Source: an optimization exercise on an open RTL-to-GDS flow (aim: small area, a short achievable clock period and few clock cycles). Production flows keep margins and buffers that such runs may drop. In this exercise RTL edits were held to simulation tests only and were not proved equivalent to the original. Power and IR drop assume default switching activity.

// force_torque_packet_deframer_core
module force_torque_packet_deframer_core (
  input  logic                     clk_i,
  input  logic                     rst_ni,
  input  logic                     in_valid_i,
  output logic                     in_stall_o,
  input  logic [BYTE_W-1:0]        rx_byte_i,
  output logic                     out_valid_o,
  input  logic                     out_stall_i,
  output logic signed [PROD_W-1:0] force_x_o,
  output logic signed [PROD_W-1:0] force_y_o,
  output logic signed [PROD_W-1:0] force_z_o,
  output logic signed [PROD_W-1:0] torque_x_o,
  output logic signed [PROD_W-1:0] torque_y_o,
  output logic signed [PROD_W-1:0] torque_z_o,
  output logic [SKIP_W-1:0]        skipped_bytes_o,
  input  logic                     cfg_valid_i,
  output logic                     cfg_ready_o,
  input  logic [CFG_IDX_W-1:0]     cfg_index_i,
  input  logic [GAIN_W-1:0]        cfg_data_i
);
  localparam logic [1:0] PH_HUNT = 2'd0, PH_ZERO = 2'd1, PH_PACKET = 2'd2;
  ...
Settings: LEC_CHECK=0, CAP_MARGIN=20, CORE_MARGIN=2, CORE_UTILIZATION=65, CTS_CLUSTER_DIAMETER=100, CTS_CLUSTER_SIZE=25, SLEW_MARGIN=20; clock period 11.0 ns.
standard.sh (not shown) runs the stock make flow with config.mk's settings and CLKGATE_MAP_FILE= SYNTH_SCRIPT=/design/flow/synth_recipe.tcl, a recipe that flattens the netlist after the stock synthesis.
==> flow/flow/run.sh <==
#!/bin/bash
# The standard layout (the standard.sh), with these changes to how the
# layout is made, none to the design's registers or the constraints:
#  - after the standard synthesis, polarity.py re-polarises the full adders
#    (a full adder is self-dual) to drop most inverters between them; the
#    registers and all other cells stay as synthesis made them;
#  - the port buffers are buf_1 cells instead of the delay buffer that
#    buffer_ports picks on its own (every port still gets its own buffer);
set -euo pipefail
export BUFFER_PORTS_ARGS="-buffer_cell sky130_fd_sc_hd__buf_1"
export SETUP_SLACK_MARGIN=7.62
RES=orfs/results/${FLOW_PLATFORM}/force_torque_packet_deframer_core/base
bash standard.sh synth > flow_synth.log 2>&1
cp $RES/1_2_yosys.v flow_synth_netlist.v
python3 flow/polarity.py flow_synth_netlist.v $RES/1_2_yosys.v > flow_polarity.log 2>&1
rm -f $RES/1_synth.odb $RES/1_synth.sdc
bash standard.sh > flow_layout.log 2>&1
test -s out/final.def
Other scripts of this flow, unchanged in this note and not shown: flow/flow/polarity.py
The starting point produced a clean layout.
Testbench counts at the start, summed over its fixed seeds: cycles 31,328.
Next try:
--- a/flow/design.v
+++ b/flow/design.v
@@ -1130,35 +1130,23 @@
   output logic [SKIP_W-1:0]        skipped_bytes_o,
   input  logic                     cfg_valid_i,
   output logic                     cfg_ready_o,
   input  logic [CFG_IDX_W-1:0]     cfg_index_i,
   input  logic [GAIN_W-1:0]        cfg_data_i
 );
   localparam logic [1:0] PH_HUNT = 2'd0, PH_ZERO = 2'd1, PH_PACKET = 2'd2;
-  logic [GAIN_W-1:0] gain_a_q, gain_b_q;
-  logic              gsel_q, gsel_d, gswap;
+  logic [GAIN_W-1:0] force_gain_q, torque_gain_q;
   assign cfg_ready_o = 1'b1;
-  assign gswap       = gsel_d != gsel_q;
   always_ff @(posedge clk_i or negedge rst_ni) begin
     if (!rst_ni) begin
-      gain_a_q <= FORCE_GAIN_RST;
-      gain_b_q <= TORQUE_GAIN_RST;
-      gsel_q   <= 1'b0;
-    end else begin
-      gsel_q <= gsel_d;
-      if (cfg_valid_i && cfg_index_i == CFG_FORCE_GAIN) begin
-        gain_a_q <= cfg_data_i;
-      end else if (gswap) begin
-        gain_a_q <= gain_b_q;
-      end
-      if (cfg_valid_i && cfg_index_i == CFG_TORQUE_GAIN) begin
-        gain_b_q <= cfg_data_i;
-      end else if (gswap) begin
-        gain_b_q <= gain_a_q;
-      end
+      force_gain_q  <= FORCE_GAIN_RST;
+      torque_gain_q <= TORQUE_GAIN_RST;
+    end else if (cfg_valid_i) begin
+      if (cfg_index_i == CFG_FORCE_GAIN)  force_gain_q  <= cfg_data_i;
+      if (cfg_index_i == CFG_TORQUE_GAIN) torque_gain_q <= cfg_data_i;
     end
   end
   logic              tk_q;
   logic              stall_q;
   logic              accept;
   logic              is00_q, is17_q;
   logic [3:0]        one_q, two_q, neg_q;
@@ -1226,17 +1214,16 @@
         end
       endcase
     end
     skip_sum = {1'b0, skip_q} + (SKIP_W + 1)'(skip_inc);
     skip_d   = skip_sum[SKIP_W] ? '1 : skip_sum[SKIP_W-1:0];
     if (pkt_end) skip_d = '0;
     out_valid_d = pkt_end || (out_valid_q && out_stall_i);
-    stall_d = out_valid_d && (phase_d == PH_PACKET) && (pos_d >= 5'(FIELD_FIRST + 2));
+    stall_d = out_valid_d && (phase_d == PH_PACKET) && (pos_d >= 5'(FIELD_FIRST + 1));
     infield_d = (phase_d == PH_PACKET) && (pos_d >= 5'd4) && (pos_d <= 5'd21);
-    gsel_d    = (phase_d == PH_PACKET) && (pos_d >= 5'd13);
     first_d   = (phase_d == PH_PACKET) &&
                 (pos_d == 5'd4 || pos_d == 5'd7 || pos_d == 5'd10 ||
                  pos_d == 5'd13 || pos_d == 5'd16 || pos_d == 5'd19);
   end
   always_ff @(posedge clk_i or negedge rst_ni) begin
     if (!rst_ni) begin
       tk_q        <= 1'b0;
@@ -1259,23 +1246,27 @@
       step_q      <= accept && infield_d;
       first_q     <= accept && first_d;
       shift_q     <= accept && infield_d && !first_d;
       hold_q      <= !(accept && infield_d);
     end
   end
   always_ff @(posedge clk_i) begin
+    gain_q <= (pos_d >= 5'd13) ? torque_gain_q : force_gain_q;
+  end
+  always_ff @(posedge clk_i) begin
     one_q <= (accept && infield_d) ? one_d : 4'd0;
     two_q <= (accept && infield_d) ? two_d : 4'd0;
     neg_q <= (accept && infield_d) ? neg_d : 4'd0;
     b7_q  <= accept && infield_d && !first_d && rx_byte_i[7];
   end
   localparam logic [PROD_W-1:0] ACC_INIT = 56'hFFFEAAAAAC0000;
   logic [PROD_W-1:0] acc_s_q, acc_c_q;
   logic [PROD_W-1:0] base_s, base_c;
   logic [PROD_W-1:0] mac_s, mac_c;
+  logic [GAIN_W-1:0] gain_q;
   always_comb begin
     for (int k = 0; k < PROD_W; k++) begin
       base_s[k] = (hold_q && acc_s_q[k]) || (k >= 8 && shift_q && acc_s_q[k >= 8 ? k - 8 : 0]);
       base_c[k] = (hold_q && acc_c_q[k]) || (k >= 8 && shift_q && acc_c_q[k >= 8 ? k - 8 : 0]) ||
                   (first_q && ACC_INIT[k]);
     end
   end
@@ -1283,15 +1274,15 @@
     .bs_i  (base_s),
     .bc_i  (base_c),
     .one_i (one_q),
     .two_i (two_q),
     .neg_i (neg_q),
     .b7_i  (b7_q),
     .stp_i (step_q),
-    .g_i   (gain_a_q),
+    .g_i   (gain_q),
     .s_o   (mac_s),
     .c_o   (mac_c)
   );
   always_ff @(posedge clk_i) begin
     acc_s_q <= mac_s;
     acc_c_q <= mac_c;
   end
@@ -1301,16 +1292,15 @@
   ftdfr_cpa u_cpa (
     .a_i   (acc_s_q),
     .b_i   (acc_c_q),
     .sum_o (prod)
   );
   always_ff @(posedge clk_i) begin
     for (int i = 0; i < FIELD_COUNT; i++) begin
-      if (phase_q == PH_PACKET && pos_q == 5'(FIELD_FIRST + FIELD_BYTES * (i + 1)) &&
-          !out_valid_q) begin
+      if (phase_q == PH_PACKET && pos_q == 5'(FIELD_FIRST + FIELD_BYTES * (i + 1))) begin
         res_q[i] <= prod;
       end
     end
     if (pkt_end) begin
       res_skip_q <= skip_q;
     end
   end
=> The changed run completed with no timing, DRC or antenna violations. Die area rises by about 1%. Cell area rises by 1.5%. Non-clock buffer count stays the same. Routed wire length falls by about 3%. First-iteration DRC count rises by about 7%. Cell count falls by 0.99%. Critical path depth is unchanged. Clock skew rises by 0.0042 ns. Total power rises by 6.7%. Via count falls by 3.4%.
Testbench counts after the change, summed over its fixed seeds: cycles 31,381.

---

Another version of the RTL of force_torque_packet_deframer_core (not shown whole).
Size in the first run: roughly 28000 µm² of cells after synthesis.
==> module force_torque_packet_deframer_core, before the edit <==
module force_torque_packet_deframer_core (
  input  logic                     clk_i,
  input  logic                     rst_ni,
  input  logic                     in_valid_i,
  output logic                     in_stall_o,
  input  logic [BYTE_W-1:0]        rx_byte_i,
  output logic                     out_valid_o,
  input  logic                     out_stall_i,
  output logic signed [PROD_W-1:0] force_x_o,
  output logic signed [PROD_W-1:0] force_y_o,
  output logic signed [PROD_W-1:0] force_z_o,
  output logic signed [PROD_W-1:0] torque_x_o,
  output logic signed [PROD_W-1:0] torque_y_o,
  output logic signed [PROD_W-1:0] torque_z_o,
  output logic [SKIP_W-1:0]        skipped_bytes_o,
  input  logic                     cfg_valid_i,
  output logic                     cfg_ready_o,
  input  logic [CFG_IDX_W-1:0]     cfg_index_i,
  input  logic [GAIN_W-1:0]        cfg_data_i
);
  localparam logic [1:0] PH_HUNT = 2'd0, PH_ZERO = 2'd1, PH_PACKET = 2'd2;
  logic [GAIN_W-1:0] force_gain_q, torque_gain_q;
  assign cfg_ready_o = 1'b1;
  always_ff @(posedge clk_i or negedge rst_ni) begin
    if (!rst_ni) begin
      force_gain_q  <= FORCE_GAIN_RST;
      torque_gain_q <= TORQUE_GAIN_RST;
    end else if (cfg_valid_i) begin
      if (cfg_index_i == CFG_FORCE_GAIN)  force_gain_q  <= cfg_data_i;
      if (cfg_index_i == CFG_TORQUE_GAIN) torque_gain_q <= cfg_data_i;
    end
  end
  logic              tk_q;
  logic              stall_q;
  logic              accept;
  logic              is00_q, is17_q;
  logic [3:0]        one_q, two_q, neg_q;
  logic              b7_q;
  logic [3:0]        one_d, two_d, neg_d;
  logic [8:0]        bx;
  assign in_stall_o = stall_q;
  assign accept     = in_valid_i && !stall_q;
  assign bx = {rx_byte_i, 1'b0};
  always_comb begin
    for (int i = 0; i < 4; i++) begin
      one_d[i] = bx[2*i+1] ^ bx[2*i];
      two_d[i] = (bx[2*i+2] && !bx[2*i+1] && !bx[2*i]) || (!bx[2*i+2] && bx[2*i+1] && bx[2*i]);
      neg_d[i] = bx[2*i+2];
    end
  end
  always_ff @(posedge clk_i) begin
    is00_q <= (rx_byte_i == SYNC_FIRST);
    is17_q <= (rx_byte_i == SYNC_SECOND);
  end
  logic [1:0]  phase_q, phase_d;
  logic [4:0]  pos_q, pos_d;           
  logic [SKIP_W-1:0] skip_q, skip_d;
  logic [1:0]  skip_inc;
  logic [SKIP_W:0] skip_sum;
  logic        pkt_end;
  logic        out_valid_q, out_valid_d;
  logic        stall_d;
  logic        step_q, first_q, torque_q;
  logic        infield_d, first_d;
  logic        is00, is17;
  assign is00 = is00_q;
  assign is17 = is17_q;
  always_comb begin
    phase_d  = phase_q;
    pos_d    = pos_q;
    skip_inc = 2'd0;
    pkt_end  = 1'b0;
    if (tk_q) begin
      case (phase_q)
        PH_PACKET: begin
          if (pos_q == 5'(PACKET_BYTES - 1)) begin
            pkt_end = 1'b1;
            phase_d = PH_HUNT;
          end
          pos_d = pos_q + 5'd1;
        end
        PH_ZERO: begin
          if (is17) begin
            phase_d = PH_PACKET;
            pos_d   = 5'd2;
          end else if (is00) begin
            skip_inc = 2'd1;
          end else begin
            skip_inc = 2'd2;
            phase_d  = PH_HUNT;
          end
        end
        default: begin
          if (is00) begin
            phase_d = PH_ZERO;
          end else begin
            skip_inc = 2'd1;
          end
        end
      endcase
    end
    skip_sum = {1'b0, skip_q} + (SKIP_W + 1)'(skip_inc);
    skip_d   = skip_sum[SKIP_W] ? '1 : skip_sum[SKIP_W-1:0];
    if (pkt_end) skip_d = '0;
    out_valid_d = pkt_end || (out_valid_q && out_stall_i);
    stall_d = out_valid_d && (phase_d == PH_PACKET) && (pos_d >= 5'(FIELD_FIRST + 1));
    infield_d = (phase_d == PH_PACKET) && (pos_d >= 5'd4) && (pos_d <= 5'd21);
    first_d   = (phase_d == PH_PACKET) &&
                (pos_d == 5'd4 || pos_d == 5'd7 || pos_d == 5'd10 ||
                 pos_d == 5'd13 || pos_d == 5'd16 || pos_d == 5'd19);
  end
  always_ff @(posedge clk_i or negedge rst_ni) begin
    if (!rst_ni) begin
      tk_q        <= 1'b0;
      stall_q     <= 1'b0;
      phase_q     <= PH_HUNT;
      pos_q       <= '0;
      skip_q      <= '0;
      out_valid_q <= 1'b0;
      step_q      <= 1'b0;
      first_q     <= 1'b0;
      torque_q    <= 1'b0;
    end else begin
      tk_q        <= accept;
      stall_q     <= stall_d;
      phase_q     <= phase_d;
      pos_q       <= pos_d;
      skip_q      <= skip_d;
      out_valid_q <= out_valid_d;
      step_q      <= accept && infield_d;
      first_q     <= accept && first_d;
      torque_q    <= (pos_d >= 5'd13);
    end
  end
  always_ff @(posedge clk_i) begin
    one_q <= (accept && infield_d) ? one_d : 4'd0;
    two_q <= (accept && infield_d) ? two_d : 4'd0;
    neg_q <= (accept && infield_d) ? neg_d : 4'd0;
    b7_q  <= accept && infield_d && !first_d && rx_byte_i[7];
  end
  localparam logic [PROD_W-1:0] ACC_INIT = 56'hFFFEAAAAAC0000;
  logic [PROD_W-1:0] acc_s_q, acc_c_q;
  logic [PROD_W-1:0] base_s, base_c;
  logic [PROD_W-1:0] mac_s, mac_c;
  logic [GAIN_W-1:0] gain;
  assign gain = torque_q ? torque_gain_q : force_gain_q;
  always_comb begin
    if (first_q) begin
      base_s = '0;
      base_c = ACC_INIT;
    end else if (step_q) begin
      base_s = {acc_s_q[PROD_W-9:0], 8'd0};
      base_c = {acc_c_q[PROD_W-9:0], 8'd0};
    end else begin
      base_s = acc_s_q;
      base_c = acc_c_q;
    end
  end
  ftdfr_mac u_mac (
    .bs_i  (base_s),
    .bc_i  (base_c),
    .one_i (one_q),
    .two_i (two_q),
    .neg_i (neg_q),
    .b7_i  (b7_q),
    .stp_i (step_q),
    .g_i   (gain),
    .s_o   (mac_s),
    .c_o   (mac_c)
  );
  always_ff @(posedge clk_i) begin
    acc_s_q <= mac_s;
    acc_c_q <= mac_c;
  end
  logic [PROD_W-1:0] prod;
  logic [PROD_W-1:0] res_q [FIELD_COUNT];
  logic [SKIP_W-1:0] res_skip_q;
  ftdfr_cpa u_cpa (
    .a_i   (acc_s_q),
    .b_i   (acc_c_q),
    .sum_o (prod)
  );
  always_ff @(posedge clk_i) begin
    for (int i = 0; i < FIELD_COUNT; i++) begin
      if (phase_q == PH_PACKET && pos_q == 5'(FIELD_FIRST + FIELD_BYTES * (i + 1))) begin
        res_q[i] <= prod;
      end
    end
    if (pkt_end) begin
      res_skip_q <= skip_q;
    end
  end
  assign out_valid_o     = out_valid_q;
  assign force_x_o       = res_q[0];
  assign force_y_o       = res_q[1];
  assign force_z_o       = res_q[2];
  assign torque_x_o      = res_q[3];
  assign torque_y_o      = res_q[4];
  assign torque_z_o      = res_q[5];
  assign skipped_bytes_o = res_skip_q;
endmodule
==> flow/config.mk <==
export PLATFORM = sky130hd
export DESIGN_NAME = force_torque_packet_deframer_core
export DESIGN_NICKNAME = force_torque_packet_deframer_core
export VERILOG_FILES = /design/flow/design.v
export SDC_FILE = /design/flow/constraint.sdc
export NUM_CORES = 4
export LEC_CHECK = 0
export CAP_MARGIN = 20
export CORE_MARGIN = 2
export CORE_UTILIZATION = 40
export CTS_CLUSTER_DIAMETER = 100
export CTS_CLUSTER_SIZE = 25
export SLEW_MARGIN = 20
==> flow/constraint.sdc <==
create_clock -name core_clock -period 11.0 [get_ports {clk_i}]
set_input_delay 2.2000 -clock core_clock [delete_from_list [all_inputs] [get_ports {clk_i}]]
set_output_delay 2.2000 -clock core_clock [all_outputs]
set_load 0.01 [all_outputs]
==> flow/flow/run.sh <==
#!/bin/bash
# The standard layout (the standard.sh), with these changes to how the
# layout is made, none to the design's registers or the constraints:
#  - after the standard synthesis, polarity.py re-polarises the full adders
#    (a full adder is self-dual) to drop most inverters between them; the
#    registers and all other cells stay as synthesis made them;
#  - the port buffers are buf_1 cells instead of the delay buffer that
#    buffer_ports picks on its own (every port still gets its own buffer);
set -euo pipefail
export BUFFER_PORTS_ARGS="-buffer_cell sky130_fd_sc_hd__buf_1"
export SETUP_SLACK_MARGIN=7.45
RES=orfs/results/${FLOW_PLATFORM}/force_torque_packet_deframer_core/base
bash standard.sh synth > flow_synth.log 2>&1
cp $RES/1_2_yosys.v flow_synth_netlist.v
python3 flow/polarity.py flow_synth_netlist.v $RES/1_2_yosys.v > flow_polarity.log 2>&1
rm -f $RES/1_synth.odb $RES/1_synth.sdc
bash standard.sh > flow_layout.log 2>&1
test -s out/final.def
Other scripts of this flow, unchanged in this note and not shown: flow/flow/polarity.py
Testbench counts at the start, summed over its fixed seeds: cycles 31,381.
Edit:
--- a/flow/design.v
+++ b/flow/design.v
@@ -1173,11 +1173,11 @@
   logic [1:0]  skip_inc;
   logic [SKIP_W:0] skip_sum;
   logic        pkt_end;
   logic        out_valid_q, out_valid_d;
   logic        stall_d;
-  logic        step_q, first_q, torque_q;
+  logic        step_q, first_q, shift_q, hold_q;
   logic        infield_d, first_d;
   logic        is00, is17;
   assign is00 = is00_q;
   assign is17 = is17_q;
   always_comb begin
@@ -1232,56 +1232,55 @@
       pos_q       <= '0;
       skip_q      <= '0;
       out_valid_q <= 1'b0;
       step_q      <= 1'b0;
       first_q     <= 1'b0;
-      torque_q    <= 1'b0;
+      shift_q     <= 1'b0;
+      hold_q      <= 1'b1;
     end else begin
       tk_q        <= accept;
       stall_q     <= stall_d;
       phase_q     <= phase_d;
       pos_q       <= pos_d;
       skip_q      <= skip_d;
       out_valid_q <= out_valid_d;
       step_q      <= accept && infield_d;
       first_q     <= accept && first_d;
-      torque_q    <= (pos_d >= 5'd13);
+      shift_q     <= accept && infield_d && !first_d;
+      hold_q      <= !(accept && infield_d);
     end
   end
   always_ff @(posedge clk_i) begin
+    gain_q <= (pos_d >= 5'd13) ? torque_gain_q : force_gain_q;
+  end
+  always_ff @(posedge clk_i) begin
     one_q <= (accept && infield_d) ? one_d : 4'd0;
     two_q <= (accept && infield_d) ? two_d : 4'd0;
     neg_q <= (accept && infield_d) ? neg_d : 4'd0;
     b7_q  <= accept && infield_d && !first_d && rx_byte_i[7];
   end
   localparam logic [PROD_W-1:0] ACC_INIT = 56'hFFFEAAAAAC0000;
   logic [PROD_W-1:0] acc_s_q, acc_c_q;
   logic [PROD_W-1:0] base_s, base_c;
   logic [PROD_W-1:0] mac_s, mac_c;
-  logic [GAIN_W-1:0] gain;
-  assign gain = torque_q ? torque_gain_q : force_gain_q;
+  logic [GAIN_W-1:0] gain_q;
   always_comb begin
-    if (first_q) begin
-      base_s = '0;
-      base_c = ACC_INIT;
-    end else if (step_q) begin
-      base_s = {acc_s_q[PROD_W-9:0], 8'd0};
-      base_c = {acc_c_q[PROD_W-9:0], 8'd0};
-    end else begin
-      base_s = acc_s_q;
-      base_c = acc_c_q;
+    for (int k = 0; k < PROD_W; k++) begin
+      base_s[k] = (hold_q && acc_s_q[k]) || (k >= 8 && shift_q && acc_s_q[k >= 8 ? k - 8 : 0]);
+      base_c[k] = (hold_q && acc_c_q[k]) || (k >= 8 && shift_q && acc_c_q[k >= 8 ? k - 8 : 0]) ||
+                  (first_q && ACC_INIT[k]);
     end
   end
   ftdfr_mac u_mac (
     .bs_i  (base_s),
     .bc_i  (base_c),
     .one_i (one_q),
     .two_i (two_q),
     .neg_i (neg_q),
     .b7_i  (b7_q),
     .stp_i (step_q),
-    .g_i   (gain),
+    .g_i   (gain_q),
     .s_o   (mac_s),
     .c_o   (mac_c)
   );
   always_ff @(posedge clk_i) begin
     acc_s_q <= mac_s;
After rerunning: The new run completed with no timing, DRC or antenna violations. Final area is about the same. Routed wire length goes up by 3.5%. Power is lower by 17%. Synthesized cell count fell by 2.0%. Area after synthesis came out higher by 0.71%. Combinational power came out lower by 85%. Global-route usage went up by 0.60 points. Count of clock-buffer cells in the layout grows by 6. Setup slack improved by 34 ps. Final cell count is lower by 1.7%.
Testbench counts after the change, summed over its fixed seeds: cycles 31,381.

separate check: timing with driven ports:
The results above use ideal ports. As a check the final layouts listed here were re-extracted and re-timed, cells and wires unchanged.
Step 1, drivers: a clkbuf_16 drives clk_i and a buf_2 each remaining input, both assumed.
Step 2, shift: input delay + t, output delay - t, t = (earliest + latest rising clock arrival at the registers) / 2. This alone moves slack from input paths to output paths.
Three values: ideal, step 1, step 2; two values: the first two.
run | t, ns | setup WS [ns] | worst register clock-pin slew, ns | worst data-port slew with drivers (ns) | cell pins on the clock port's net
the first run of note 1 | 0.649 | 7.607 / 7.545 / 7.510 | 0.11 / 0.11 | 0.07 | 1
the second run of note 1 | 0.652 | 7.611 / 7.553 / 7.408 | 0.11 / 0.11 | 0.06 | 1
the first run of note 2 | 0.680 | 7.526 / 7.526 / 7.492 | 0.11 / 0.11 | 0.08 | 1
the second run of note 2 | 0.685 | 7.559 / 7.497 / 7.399 | 0.10 / 0.10 | 0.11 | 1
After both steps every run listed still meets setup and hold. For the second run of note 1, which loses most, drivers alone change the setup slack by -0.058 ns; drivers and shift together by -0.203 ns.
